Source: an optimization exercise on an open RTL-to-GDS flow (aim: small area and few clock cycles). Production flows keep margins and buffers that such runs may drop.
The RTL was checked by simulation tests, not by an equivalence proof against the original design.
No activity file was given, so power comes from the tool's default toggle rates.

// accel_top
module accel_top #(
    parameter int N_ROWS          = accel_pkg::N_ROWS,
    parameter int N_COLS          = accel_pkg::N_COLS,
    parameter int BUF_AW          = accel_pkg::BUF_AW,
    parameter int TX_CREDITS_INIT = accel_pkg::TX_CREDITS_INIT
) (
    input  logic       clk,
    input  logic       rst_n,
    input  logic       i_rx_valid,
    input  logic [7:0] i_rx_data,
    output logic       o_tx_valid,
    output logic [7:0] o_tx_data,
    input  logic       i_tx_credit,
    output logic       o_busy,
    output logic       o_done
);
Size: roughly 3400 cells after synthesis, roughly 1600 flip-flops, about 0.049 mm^2 of cells after synthesis.
Settings: LEC_CHECK=0, CAP_MARGIN=20, CORE_MARGIN=2, CORE_UTILIZATION=65, SLEW_MARGIN=20; clock period 10.0 ns.
standard.sh (not shown) runs the stock make flow with config.mk's settings and CLKGATE_MAP_FILE= SYNTH_SCRIPT=/design/flow/synth_recipe.tcl, a recipe that flattens the netlist after the stock synthesis.
==> flow/flow/run.sh <==
#!/bin/bash
set -euo pipefail
export CTS_ARGS="-sink_clustering_enable -repair_clock_nets -dont_use_dummy_load -buf_list sky130_fd_sc_hd__clkbuf_8 -sink_clustering_size 20 -sink_clustering_max_diameter 50"
bash standard.sh > standard.log 2>&1
The starting point completed with no timing, DRC or antenna violations.
Testbench counts at the start, summed over its fixed seeds: cycles 45,586.
Edit:
CORE_UTILIZATION = 40   (was 65)
Outcome: Total power went up by 2.7%; wire length goes up by 0.44%; clock skew came out higher by 21 ps.
Edit:
ABC_AREA = 1   (was unset)
The changed run produced a clean layout.
Worst hold slack got worse by 13 ps.
Final cell count rose by about 11%.
Sequential share of layout area rose by 1.1 points.
Synthesized cell count rose by about 18%.
Core utilization fell by 0.28 points.
Cell area fell by 1.8%.
Power fell by about 1.5%.
Global-route usage rose by 1.2 points.
Edit:
==> flow/flow/run.sh (replaced) <==
#!/bin/bash
set -euo pipefail
export CTS_ARGS="-sink_clustering_enable -repair_clock_nets -dont_use_dummy_load -buf_list sky130_fd_sc_hd__clkbuf_16 -sink_clustering_size 30 -sink_clustering_max_diameter 40"
bash standard.sh > standard.log 2>&1
ABC_AREA = unset   (was 1)
=>
- final area came out higher by 5.4%
- wire length fell by 7.8%
- sequential power hardly moves
- first-iteration DRC count came out lower by 33%
- maximum frequency goes down by 0.30%


Another version of the RTL of accel_top (not shown whole).
Size in the first run: about 4100 cells after synthesis, roughly 23 I/O pins.
Settings: LEC_CHECK=0, ABC_AREA=1, CAP_MARGIN=20, CORE_MARGIN=2, CORE_UTILIZATION=40, SLEW_MARGIN=20; clock period 10.0 ns.
==> flow/flow/run.sh <==
#!/bin/bash
set -euo pipefail
export CTS_ARGS="-sink_clustering_enable -repair_clock_nets -dont_use_dummy_load -buf_list sky130_fd_sc_hd__clkbuf_8 -sink_clustering_size 20 -sink_clustering_max_diameter 50"
bash standard.sh > standard.log 2>&1
Testbench counts at the start, summed over its fixed seeds: cycles 45,483.
Then changed:
PLACE_DENSITY = 0.75   (was unset)
=> The new run finished clean; worst setup slack degrades by 0.0041 ns; clock-buffer cell count went down by 12; final area goes down by 0.42%; non-clock buffer count drops by 9; worst hold slack degrades by 0.017 ns; global-route usage shrinks by 0.66 points; routed wire length drops by 3.7%; utilization decreases by 0.18 points; sequential cell count stays the same; area after synthesis is unchanged; sequential power is about the same.
Then changed:
GPL_TIMING_DRIVEN = 0   (was unset)
PLACE_DENSITY = unset   (was 0.75)
Sequential cell count is unchanged.
Via count goes up slightly.
Die area stays the same.
Total power goes up slightly.
Count of clock-buffer cells in the layout goes up by 6.
Critical path depth goes down by 2.
Sequential share of layout area goes down by 0.65 points.
Wire length goes up by roughly a tenth.
Non-clock buffer count goes up by 92.
Worst hold slack improves by 0.038 ns.
Design area goes up slightly.


JK:
Another version of the RTL of accel_top (not shown whole).
For scale: ~4100 cells after synthesis, ~1600 flip-flops, ~23 I/O pins.
Settings: LEC_CHECK=0, ABC_AREA=1, CAP_MARGIN=5, CORE_MARGIN=2, CORE_UTILIZATION=40, SLEW_MARGIN=5; clock period 10.0 ns.
Scripts as last shown in full above: flow/flow/run.sh
Testbench counts of JK, summed over its fixed seeds: cycles 45,586.
For MS, these inputs were changed with respect to JK:
# JK
export LEC_CHECK = 0
export ABC_AREA = 1
export CAP_MARGIN = 5
export CORE_MARGIN = 2
export CORE_UTILIZATION = 40
export SLEW_MARGIN = 5
create_clock -name core_clock -period 10.0 [get_ports {clk}]
# MS
export LEC_CHECK = 0
export ABC_AREA = 1
export CAP_MARGIN = 20
export CORE_MARGIN = 2
export CORE_UTILIZATION = 40
export SLEW_MARGIN = 20
create_clock -name core_clock -period 10.0 [get_ports {clk}]
Results
Die boundary width: JK vs MS, no meaningful difference. As far as signed area change from the synthesized netlist to the final layout goes, MS and JK are indistinguishable; the numbers are identical. Share of synthesized area occupied by flip-flops and latches: JK vs MS, no meaningful difference. From MS to JK, number of nets in the finished design did not move at all. | proportion of cell area occupied by multi-input gates | JK vs MS | ≈ equal |. Compared with JK, in MS layout filler cell count held, via count held, global-route usage held, share of cells above drive strength 1 held. JK -> MS: compound-cell area share of the yosys netlist delta 0, exact match. ~same longest individual stage delay on the worst path in MS and JK.
Here is what was changed in the inputs of AL compared with MS.
==> flow/flow/run.sh <==
#!/bin/bash
set -euo pipefail
export CTS_ARGS="-sink_clustering_enable -repair_clock_nets -dont_use_dummy_load -buf_list sky130_fd_sc_hd__clkbuf_4 -sink_clustering_size 12 -sink_clustering_max_diameter 30"
bash standard.sh > standard.log 2>&1
Notes after the runs:
Of AL and MS, the higher final critical-path share of the clock period belongs to MS.
AL -> MS: area used by multi-input combinational logic delta 0, exact match
Going from MS to AL, global-route usage over all layers picked up an extra 0.29 points; length in cells of the worst reg-to-reg path has decreased; cell area level; number of clock sinks seen by CTS saw little to no change; combinational power stayed essentially flat.
Lower data arrival at the endpoint of the critical path among AL and MS: MS
Clock share of power (higher): AL

[separate check: timing with driven ports]
Ports are ideal in the flow. The routed layouts listed here were re-timed in OpenROAD. Step 1 sets driving cells, clkbuf_16 on the clock port and buf_2 on the other inputs (assumed; they add their load-dependent delay and slew). Step 2 adds t to the input delays and takes it off the output delays; t is the mean of the earliest and latest rising clock arrival at the registers after step 1. Input paths then give back, and output paths get back, about the clock's delay inside the block. a / b / c = ideal / step 1 / step 2; a / b = the first two.
run | t, ns | setup slack, ns | worst setup path at the end | latest minus earliest clock arrival (ns) | worst slew at a driven data input, ns
the first run of note 1 | 0.760 | 0.396 / 0.396 / 0.322 | input to register | 0.123 / 0.124 | 0.04
the second run of note 1 | 0.847 | 0.409 / 0.409 / 0.233 | input to register | 0.143 / 0.143 | 0.11
the third run of note 1 | 0.801 | 0.420 / 0.420 / 0.420 | register to register | 0.142 / 0.143 | 0.03
the fourth run of note 1 | 0.771 | 0.391 / 0.391 / 0.278 | input to register | 0.145 / 0.145 | 0.11
the first run of note 2 | 0.817 | 0.564 / 0.564 / 0.564 | register to register | 0.136 / 0.136 | 0.09
the second run of note 2 | 0.789 | 0.560 / 0.560 / 0.496 | input to register | 0.197 / 0.198 | 0.06
the third run of note 2 | 0.842 | 0.292 / 0.292 / 0.291 | input to register | 0.129 / 0.129 | 0.13
JK | 0.821 | 0.506 / 0.506 / 0.506 | register to register | 0.155 / 0.155 | 0.11
MS | 0.821 | 0.506 / 0.506 / 0.506 | register to register | 0.155 / 0.155 | 0.11
AL | 1.149 | 0.552 / 0.552 / 0.552 | register to register | 0.234 / 0.234 | 0.10
After both steps every run listed still meets setup and hold. The setup slack of the second run of note 1, which loses most, moves by 0.000 ns with the drivers and by -0.176 ns with both steps.
